What follows belongs to an exercise in optimizing a design on an open flow for small area, a short achievable clock period and few clock cycles per item; a production flow would make more cautious choices.
Function was checked by simulation only, so behaviour that the tests miss may differ from the original.
Power is estimated from default activity; no workload was simulated.

==> flow/design.v <==
`default_nettype none
package ffca_pkg;
  localparam logic REQ_ALLOC = 1'b0;
  localparam logic REQ_FREE  = 1'b1;
  localparam logic [1:0] STATUS_OK      = 2'd0;
  localparam logic [1:0] STATUS_NULL    = 2'd1;
  localparam logic [1:0] STATUS_FULL    = 2'd2;
  localparam logic [1:0] STATUS_UNKNOWN = 2'd3;
  localparam logic [31:0] MARKER_NEW    = 32'h1234_5678;
  localparam logic [31:0] MARKER_REUSED = 32'h8765_4321;
  localparam logic [31:0] MARKER_FREED  = 32'hFFFF_FFFF;
  localparam logic [31:0] MARKER_NONE   = 32'h0000_0000;
  localparam logic [1:0] CFG_HEAP_BASE    = 2'd0;
  localparam logic [1:0] CFG_HEAP_LIMIT   = 2'd1;
  localparam logic [1:0] CFG_HEADER_BYTES = 2'd2;
  localparam logic [31:0] HEAP_BASE_RST    = 32'd0;
  localparam logic [31:0] HEAP_LIMIT_RST   = 32'd1048576;
  localparam logic [7:0]  HEADER_BYTES_RST = 8'd24;
  typedef struct packed {
    logic [31:0] heap_base;
    logic [31:0] heap_limit;
    logic [7:0]  header_bytes;
  } ffca_cfg_t;
  typedef struct packed {
    logic [23:0] size;
    logic [31:0] offset;
    logic        is_free;
  } ffca_entry_t;
  typedef struct packed {
    logic [1:0]  status;
    logic [31:0] payload_addr;
    logic [5:0]  chunk_index;
    logic [31:0] marker;
  } ffca_res_t;
endpackage
`default_nettype wire
`default_nettype none
module ffca_table #(
  parameter int MAX_CHUNKS = 64,
  localparam int IDX_W = (MAX_CHUNKS > 1) ? $clog2(MAX_CHUNKS) : 1
) (
  input  wire                      clk,
  input  wire                      rd_en,
  input  wire [IDX_W-1:0]          rd_addr,
  output ffca_pkg::ffca_entry_t    rd_data,
  input  wire                      wr_en,
  input  wire [IDX_W-1:0]          wr_addr,
  input  ffca_pkg::ffca_entry_t    wr_data
);
  logic [56:0] mem [0:MAX_CHUNKS-1];
  always_ff @(posedge clk) begin
    if (wr_en) begin
      mem[wr_addr] <= wr_data;
    end
  end
  always_ff @(posedge clk) begin
    if (rd_en) begin
      rd_data <= mem[rd_addr];
    end
  end
endmodule
`default_nettype wire
`default_nettype none
module ffca_ctrl #(
  parameter int MAX_CHUNKS = 64,
  localparam int IDX_W = (MAX_CHUNKS > 1) ? $clog2(MAX_CHUNKS) : 1,
  localparam int CNT_W = $clog2(MAX_CHUNKS + 1)
) (
  input  wire                      clk,
  input  wire                      rst_n,
  input  wire                      in_valid,
  output logic                     in_ready,
  input  wire                      in_type,
  input  wire [23:0]               in_size,
  input  wire [31:0]               in_addr,
  input  ffca_pkg::ffca_cfg_t      cfg,
  output logic                     rd_en,
  output logic [IDX_W-1:0]         rd_addr,
  input  ffca_pkg::ffca_entry_t    rd_data,
  output logic                     wr_en,
  output logic [IDX_W-1:0]         wr_addr,
  output ffca_pkg::ffca_entry_t    wr_data,
  output logic                     res_valid,
  input  wire                      res_ready,
  output ffca_pkg::ffca_res_t      res
);
  localparam logic [1:0] ST_IDLE   = 2'd0;
  localparam logic [1:0] ST_SCAN   = 2'd1;
  localparam logic [1:0] ST_APPEND = 2'd2;
  localparam logic [1:0] ST_FINISH = 2'd3;
  logic [1:0]       state_r, state_nxt;
  logic             type_r, type_nxt;
  logic [23:0]      size_r, size_nxt;
  logic [31:0]      key_r, key_nxt;
  logic [24:0]      hs_r, hs_nxt;
  logic [31:0]      basehdr_r, basehdr_nxt;
  logic [CNT_W-1:0] rd_idx_r, rd_idx_nxt;
  logic             cmp_vld_r, cmp_vld_nxt;
  logic [IDX_W-1:0] cmp_idx_r, cmp_idx_nxt;
  logic [CNT_W-1:0] count_r, count_nxt;
  logic [31:0]      used_r, used_nxt;
  ffca_pkg::ffca_res_t        res_r, res_nxt;
  logic             match;
  logic             more;
  logic [32:0]      end_sum;
  logic [IDX_W+5:0] hit_ext;
  logic [CNT_W+5:0] cnt_ext;
  assign match = (type_r == ffca_pkg::REQ_ALLOC) ? (rd_data.is_free && (rd_data.size >= size_r))
                                       : (rd_data.offset == key_r);
  assign more    = (rd_idx_r < count_r);
  assign end_sum = {1'b0, used_r} + {8'b0, hs_r};
  assign hit_ext = {6'b0, cmp_idx_r};
  assign cnt_ext = {6'b0, count_r};
  always_comb begin
    state_nxt   = state_r;
    type_nxt    = type_r;
    size_nxt    = size_r;
    key_nxt     = key_r;
    hs_nxt      = hs_r;
    basehdr_nxt = basehdr_r;
    rd_idx_nxt  = rd_idx_r;
    cmp_vld_nxt = cmp_vld_r;
    cmp_idx_nxt = cmp_idx_r;
    count_nxt   = count_r;
    used_nxt    = used_r;
    res_nxt     = res_r;
    rd_en       = 1'b0;
    rd_addr     = rd_idx_r[IDX_W-1:0];
    wr_en       = 1'b0;
    wr_addr     = cmp_idx_r;
    wr_data     = rd_data;
    unique case (state_r)
      ST_IDLE: begin
        if (in_valid) begin
          type_nxt    = in_type;
          size_nxt    = in_size;
          key_nxt     = in_addr - cfg.heap_base - {24'b0, cfg.header_bytes};
          hs_nxt      = {17'b0, cfg.header_bytes} + {1'b0, in_size};
          basehdr_nxt = cfg.heap_base + {24'b0, cfg.header_bytes};
          rd_idx_nxt  = '0;
          cmp_vld_nxt = 1'b0;
          if ((in_type == ffca_pkg::REQ_ALLOC && in_size == 24'd0) ||
              (in_type == ffca_pkg::REQ_FREE && in_addr == 32'd0)) begin
            res_nxt   = {ffca_pkg::STATUS_NULL, 32'd0, 6'd0, ffca_pkg::MARKER_NONE};
            state_nxt = ST_FINISH;
          end else begin
            state_nxt = ST_SCAN;
          end
        end
      end
      ST_SCAN: begin
        cmp_vld_nxt = 1'b0;
        if (cmp_vld_r && match) begin
          wr_en           = 1'b1;
          wr_data.is_free = (type_r == ffca_pkg::REQ_FREE);
          res_nxt.status       = ffca_pkg::STATUS_OK;
          res_nxt.payload_addr = basehdr_r + rd_data.offset;
          res_nxt.chunk_index  = hit_ext[5:0];
          res_nxt.marker       = (type_r == ffca_pkg::REQ_FREE) ? ffca_pkg::MARKER_FREED : ffca_pkg::MARKER_REUSED;
          state_nxt = ST_FINISH;
        end else if (!cmp_vld_r && !more) begin
          if (type_r == ffca_pkg::REQ_FREE) begin
            res_nxt   = {ffca_pkg::STATUS_UNKNOWN, 32'd0, 6'd0, ffca_pkg::MARKER_NONE};
            state_nxt = ST_FINISH;
          end else begin
            state_nxt = ST_APPEND;
          end
        end else if (more) begin
          rd_en       = 1'b1;
          rd_idx_nxt  = rd_idx_r + 1'b1;
          cmp_vld_nxt = 1'b1;
          cmp_idx_nxt = rd_idx_r[IDX_W-1:0];
        end
      end
      ST_APPEND: begin
        if (count_r >= CNT_W'(MAX_CHUNKS) || end_sum > {1'b0, cfg.heap_limit}) begin
          res_nxt = {ffca_pkg::STATUS_FULL, 32'd0, 6'd0, ffca_pkg::MARKER_NONE};
        end else begin
          wr_en           = 1'b1;
          wr_addr         = count_r[IDX_W-1:0];
          wr_data.size    = size_r;
          wr_data.offset  = used_r;
          wr_data.is_free = 1'b0;
          count_nxt       = count_r + 1'b1;
          used_nxt        = end_sum[31:0];
          res_nxt.status       = ffca_pkg::STATUS_OK;
          res_nxt.payload_addr = basehdr_r + used_r;
          res_nxt.chunk_index  = cnt_ext[5:0];
          res_nxt.marker       = ffca_pkg::MARKER_NEW;
        end
        state_nxt = ST_FINISH;
      end
      ST_FINISH: begin
        if (res_ready) begin
          state_nxt = ST_IDLE;
        end
      end
      default: begin
        state_nxt = ST_IDLE;
      end
    endcase
  end
  assign in_ready  = (state_r == ST_IDLE);
  assign res_valid = (state_r == ST_FINISH);
  assign res       = res_r;
  always_ff @(posedge clk) begin
    if (!rst_n) begin
      state_r   <= ST_IDLE;
      cmp_vld_r <= 1'b0;
      count_r   <= '0;
      used_r    <= '0;
    end else begin
      state_r   <= state_nxt;
      cmp_vld_r <= cmp_vld_nxt;
      count_r   <= count_nxt;
      used_r    <= used_nxt;
    end
  end
  always_ff @(posedge clk) begin
    type_r    <= type_nxt;
    size_r    <= size_nxt;
    key_r     <= key_nxt;
    hs_r      <= hs_nxt;
    basehdr_r <= basehdr_nxt;
    rd_idx_r  <= rd_idx_nxt;
    cmp_idx_r <= cmp_idx_nxt;
    res_r     <= res_nxt;
  end
endmodule
`default_nettype wire
`default_nettype none
module first_fit_chunk_allocator_top #(
  parameter int MAX_CHUNKS = 64
) (
  input  wire         clk,
  input  wire         rst_n,
  input  wire         in_tvalid,
  output logic        in_tready,
  input  wire  [55:0] in_tdata,    
  input  wire  [0:0]  in_tuser,    
  output logic        out_tvalid,
  input  wire         out_tready,
  output logic [71:0] out_tdata,   
  output logic [1:0]  out_tuser,   
  input  wire         cfg_valid,
  output logic        cfg_ready,
  input  wire  [1:0]  cfg_index,
  input  wire  [31:0] cfg_data
);
  localparam int IDX_W = (MAX_CHUNKS > 1) ? $clog2(MAX_CHUNKS) : 1;
  ffca_pkg::ffca_cfg_t        cfg_r;
  ffca_pkg::ffca_res_t        out_res_r;
  logic             out_valid_r;
  logic             rd_en;
  logic [IDX_W-1:0] rd_addr;
  ffca_pkg::ffca_entry_t      rd_data;
  logic             wr_en;
  logic [IDX_W-1:0] wr_addr;
  ffca_pkg::ffca_entry_t      wr_data;
  logic             res_valid;
  logic             res_ready;
  ffca_pkg::ffca_res_t        res;
  assign cfg_ready = 1'b1;
  always_ff @(posedge clk) begin
    if (!rst_n) begin
      cfg_r.heap_base    <= ffca_pkg::HEAP_BASE_RST;
      cfg_r.heap_limit   <= ffca_pkg::HEAP_LIMIT_RST;
      cfg_r.header_bytes <= ffca_pkg::HEADER_BYTES_RST;
    end else if (cfg_valid) begin
      unique case (cfg_index)
        ffca_pkg::CFG_HEAP_BASE:    cfg_r.heap_base    <= cfg_data;
        ffca_pkg::CFG_HEAP_LIMIT:   cfg_r.heap_limit   <= cfg_data;
        ffca_pkg::CFG_HEADER_BYTES: cfg_r.header_bytes <= cfg_data[7:0];
        default: begin
        end
      endcase
    end
  end
  ffca_table #(.MAX_CHUNKS(MAX_CHUNKS)) u_table (
    .clk     (clk),
    .rd_en   (rd_en),
    .rd_addr (rd_addr),
    .rd_data (rd_data),
    .wr_en   (wr_en),
    .wr_addr (wr_addr),
    .wr_data (wr_data)
  );
  ffca_ctrl #(.MAX_CHUNKS(MAX_CHUNKS)) u_ctrl (
    .clk       (clk),
    .rst_n     (rst_n),
    .in_valid  (in_tvalid),
    .in_ready  (in_tready),
    .in_type   (in_tuser[0]),
    .in_size   (in_tdata[23:0]),
    .in_addr   (in_tdata[55:24]),
    .cfg       (cfg_r),
    .rd_en     (rd_en),
    .rd_addr   (rd_addr),
    .rd_data   (rd_data),
    .wr_en     (wr_en),
    .wr_addr   (wr_addr),
    .wr_data   (wr_data),
    .res_valid (res_valid),
    .res_ready (res_ready),
    .res       (res)
  );
  assign res_ready = !out_valid_r || out_tready;
  always_ff @(posedge clk) begin
    if (!rst_n) begin
      out_valid_r <= 1'b0;
    end else if (res_ready) begin
      out_valid_r <= res_valid;
    end
  end
  always_ff @(posedge clk) begin
    if (res_ready && res_valid) begin
      out_res_r <= res;
    end
  end
  assign out_tvalid = out_valid_r;
  assign out_tuser  = out_res_r.status;
  assign out_tdata  = {2'b00, out_res_r.marker, out_res_r.chunk_index, out_res_r.payload_addr};
endmodule
`default_nettype wire
==> flow/run.sh <==
#!/bin/bash
# synth_recipe.tcl (not shown) runs the flow's synth.tcl, then flattens the netlist and writes it again
# the make line also repeats each setting of config.mk as NAME=value (left out here)
make -C /OpenROAD-flow-scripts/flow DESIGN_CONFIG=/design/flow/config.mk WORK_HOME=/design/flow/orfs CLKGATE_MAP_FILE= SYNTH_SCRIPT=/design/flow/synth_recipe.tcl finish
==> flow/config.mk <==
export PLATFORM = sky130hd
export DESIGN_NAME = first_fit_chunk_allocator_top
export DESIGN_NICKNAME = first_fit_chunk_allocator_top
export VERILOG_FILES = /design/flow/design.v
export SDC_FILE = /design/flow/constraint.sdc
export NUM_CORES = 4
export LEC_CHECK = 0
export CAP_MARGIN = 20
export CORE_MARGIN = 2
export CORE_UTILIZATION = 45
export SLEW_MARGIN = 20
==> flow/constraint.sdc <==
create_clock -name core_clock -period 8.0 [get_ports {clk}]
set_input_delay 1.6000 -clock core_clock [delete_from_list [all_inputs] [get_ports {clk}]]
set_output_delay 1.6000 -clock core_clock [all_outputs]
set_load 0.01 [all_outputs]
==> results by group <==
Cells and area
  – Final core utilization: ~52%
  – Share of cells above drive strength 1: 25.61%
  – Nets: 8648
  – P&R area growth vs syn: 15.42%

Worst setup path
  – WP data required: 8.55 ns
  – Critical path fanouts, max: 57
  – Critical setup path kind: reg -> reg
  – CP Launch Type: register
  – Critical Path AT: between 8 and 9 ns
  – CP peak stage delay: ~0.55 ns
  – CP Capture Type: register
  – Worst path slowest cell: a2111oi_4

Clocking
  – TritonCTS clock tree: yes
  – Setup bufs post-CTS: 0
  – # hold bufs at CTS: 0
  – Post-CTS sizing: 0
  – Deepest clock path buffer count: 4
  – CTS root buf: clkbuf_16
  – Clk latency of the worst-skew pair: around 0.97 ns
  – CTS buffer count: 410
  – H-tree Lvls: 5
  – Worst-path clk slew: about 0.060 ns
  – Clk sinks: between 4000 and 5000

Timing
  – Hold Slack: around 0.4 ns
  – Final period util: a little over nine tenths
  – Count of final setup violators: 0
  – Final Slew Violations: 0
  – Setup Skew: just over 0.06 ns
  – Max Freq: roughly 130 MHz
  – Tmin final: approximately 7.5 ns
  – Worst-Margin Slew: 1.217 ns
  – Setup TNS Final: 0 ns
  – Rel. slew slack: 18.87%
  – Final hold vios: 0
  – RSZ-0062 raised after global routing: no

Floorplanning
  – Die height: between 600 and 700 µm
  – Initial core utilization: 45.26%
  – Site row count: between 200 and 250
  – Die X: between 600 and 700 µm
  – Io pins: 173
  – Core area: around 0.36 mm²
  – Die area: 0.3661 mm²

Global routing
  – GRT overflow: 0
  – Initial antenna violation count: 27
  – GR Util All Layers: between 20% and 30%
  – Vias in the first global route: 82720
  – Largest net degree at the start of global routing: 146
  – First-pass GRT wire length: 640700 µm

Detailed routing
  – Post-route ant nets: 0
  – Remaining DRCs: 0
  – Avg WL per Cell: 33.86 µm
  – Via count: slightly above 80000
  – DR iter-0 viols: about 11000
  – DR pass1 iterations: 6
  – Total routed wirelength: around 450000 µm
  – Vias per cell: 6.137

Job
  – Max-Cap Viols: 0

Logic synthesis
  – Predominant post-synthesis flop cell: edfxtp_1
  – Sequential share of the synthesized area: 73.82%
  – Post-synth cell types: 84
  – Async SR Flop Fraction: 0%
  – Flop and latch count out of synthesis: 4035
  – Synth Instances: a little under 8000
  – Cell Area, Synth: about 0.16 mm²
  – Ys Warns: 3
  – Mean Syn Cell Area: 20.80 µm²
  – EDFF count, synth: just under 4000

Power
  – Worst vdd ir: approximately 380 µV
  – Total Power: approximately 0.067 W
  – Pleak: 59.03 nW
  – Cell Pwr Density: 359.4 mW/mm²

Outcome
  – Outcome: finished clean

Worst hold path
  – Hold Crit Class: reg -> reg

Placed design
  – GPL Wtd Cong: 0.9203
  – Port Buffers: between 150 and 200
  – DP HPWL: 276800 µm
## Yosys cell counts, drive strengths merged (5+ instances only)
master / instances / area, µm²
a211o: 9 / 78.83
inv: 211 / 792.0
or2: 5 / 31.28
dfxtp: 115 / 2302
nor2: 116 / 437.9
a22oi: 5 / 37.54
clkbuf: 269 / 1010
nand3: 90 / 450.4
a211oi: 12 / 90.09
o21ai: 111 / 563.0
mux4: 1197 / 26960
edfxtp: 3920 / 117700
and3: 19 / 123.9
mux2i: 9 / 90.09
nor4b: 8 / 76.32
o21a: 19 / 142.6
nor3: 41 / 205.2
or3: 10 / 62.56
nor3b: 5 / 37.54
o21bai: 18 / 135.1
nor4: 31 / 209.0
nand2: 448 / 1682
nand2b: 26 / 162.7
a21boi: 10 / 75.07
xnor2: 119 / 1042
o211ai: 10 / 75.07
a2111oi: 5 / 62.56
o2111ai: 6 / 52.55
o22ai: 75 / 469.2
o2bb2ai: 5 / 43.79
a31oi: 10 / 62.56
a21oi: 215 / 1080
a22o: 6 / 52.55
and2: 14 / 87.58
nor2b: 28 / 175.2
or4: 8 / 71.32
a21o: 71 / 533.0
xor2: 86 / 753.2
buf: 118 / 600.6
fa: 13 / 260.3
ha: 236 / 2953
o31ai: 13 / 111.4
nand4: 24 / 150.1
o31a: 8 / 78.83
## registers in the layout, indices dropped and copies added (netlist names), 32 cells and up
name	cells
u_table.rd_data	57
out_res_r	44
u_ctrl.used_r	32
u_table.mem	3648
u_ctrl.basehdr_r	32
u_ctrl.res_r	44
u_ctrl.key_r	32
cfg_r	72
## worst paths after layout
check / cells after the start / end / slack [ns] / from
worst max-delay path: 26 / u_table.mem[36][20] / 0.48 / u_ctrl.used_r[0]
worst min-delay path: 0 / out_res_r[69] / 0.41 / u_ctrl.res_r[69]
worst max register to register: 26 / u_table.mem[36][20] / 0.48 / u_ctrl.used_r[0]
worst min register to register: 0 / out_res_r[69] / 0.41 / u_ctrl.res_r[69]
## cells by family (layout without fill, tap and decap cells)
kind of cell / after synthesis / after routing / synth area share (%)
AOI/OAI and AO/OA: 635 / 635 / 2.470
and+or+nand+nor: 884 / 884 / 2.494
DFF: 4035 / 4035 / 73.82
muxes: 1207 / 1207 / 16.64
other: 2 / 18 / 0.004620
buffers and inverters: 600 / 1426 / 1.482
xor gates and xnor gates: 205 / 205 / 1.104
adders and majority gates: 249 / 249 / 1.976
## power breakdown
group / internal [W] / leakage [nW] / switching, W / total (W)
Sequential: 0.0268 / 36.3 / 0.000647 / 0.0275
Combinational: 0.00825 / 16.2 / 0.0126 / 0.0208
Clock: 0.0110 / 6.51 / 0.00808 / 0.0191
## critical path: cells and delay by family (launching register included)
family	cells	cell delay, ns
XOR/XNOR	1	0.09
buffers and inverters	3	0.77
flip-flops	1	0.40
adder cells (fa/ha/maj)	3	0.94
AO/OA/AOI/OAI	9	2.42
AND/OR/NAND/NOR	10	2.29
## area by class of cell
| class | count | area (µm²) |
|---|---|---|
| Antenna cell | 15 | 37.54 |
| Clock buffer | 497 | 10820 |
| Clock inverter | 256 | 2529 |
| Fill cell | 27660 | 171600 |
| Inverter | 213 | 800.8 |
| Multi-Input combinational cell | 3183 | 41480 |
| Sequential cell | 4035 | 120000 |
| Tap cell | 4773 | 5972 |
| Timing Repair Buffer | 460 | 5983 |
## cell usage in the layout (no fill, tap or decap), types with 12 or more instances in the layout
cell,instances
buf_4,122
nor2b_1,27
o21ai_0,78
nand2b_1,26
o21ai_4,26
a211oi_1,12
clkinv_1,102
o21bai_1,18
edfxtp_1,3920
nor4_1,25
diode_2,15
fa_1,13
mux4_2,1197
and2_1,13
buf_12,167
clkdlybuf4s50_1,169
xnor2_1,119
o21a_1,19
ha_1,236
inv_1,210
xor2_1,86
clkinvlp_4,14
nand4_1,24
o31ai_1,12
a21o_1,71
bufinv_16,44
dfxtp_1,115
and3_1,18
clkbuf_1,72
a21oi_1,211
nor2_1,114
o22ai_4,50
nor3_1,32
clkinv_2,73
clkbuf_16,417
nand3_1,90
o22ai_1,25
nand2_1,440
## stage by stage
stage	instance area [µm²]	worst slack [ns]	cells
2_1_floorplan	162900	-0.5455	7818
3_3_place_gp	174200	0.6734	12660
3_5_place_dp	174200	0.6529	12660
4_1_cts	187500	0.5641	13420
5_1_grt	187600	0.2235	13420
6_report	187600	0.4813	13430
## per-layer routing
layer,GRT usage [%],up-vias,routed length [µm]
li1,-,33400,-
met1,34.80,44550,184200
met2,39.11,3819,214600
met3,5.201,648,39440
met4,8.169,12,16380
met5,0,-,79
Testbench counts, summed over its fixed seeds: cycles 134,811, items 8,000.

## re-timing with driven ports
Ports are ideal in the flow. The routed layout listed here was re-timed in OpenROAD. Step 1 (the two cells are an assumption about what drives the block):
set clk [get_ports {clk}]
set_driving_cell -lib_cell sky130_fd_sc_hd__clkbuf_16 $clk
set_driving_cell -lib_cell sky130_fd_sc_hd__buf_2 [delete_from_list [all_inputs] $clk]
Step 2 adds t to the input delays and takes it off the output delays; t is the mean of the earliest and latest rising clock arrival at the registers after step 1. Input paths then give back, and output paths get back, about the clock's delay inside the block. a / b / c = ideal ports / drivers / drivers and shift; a / b = the first two.
t, ns: 1.052
setup WS [ns]: 0.481 / 0.481 / 0.481
hold slack, ns: 0.411 / 0.411 / 0.411
worst register clock-pin slew, ns: 0.07 / 0.07
After both steps this run still meets setup and hold. The setup slack of this run moves by 0.000 ns with the drivers and by 0.000 ns with both steps.
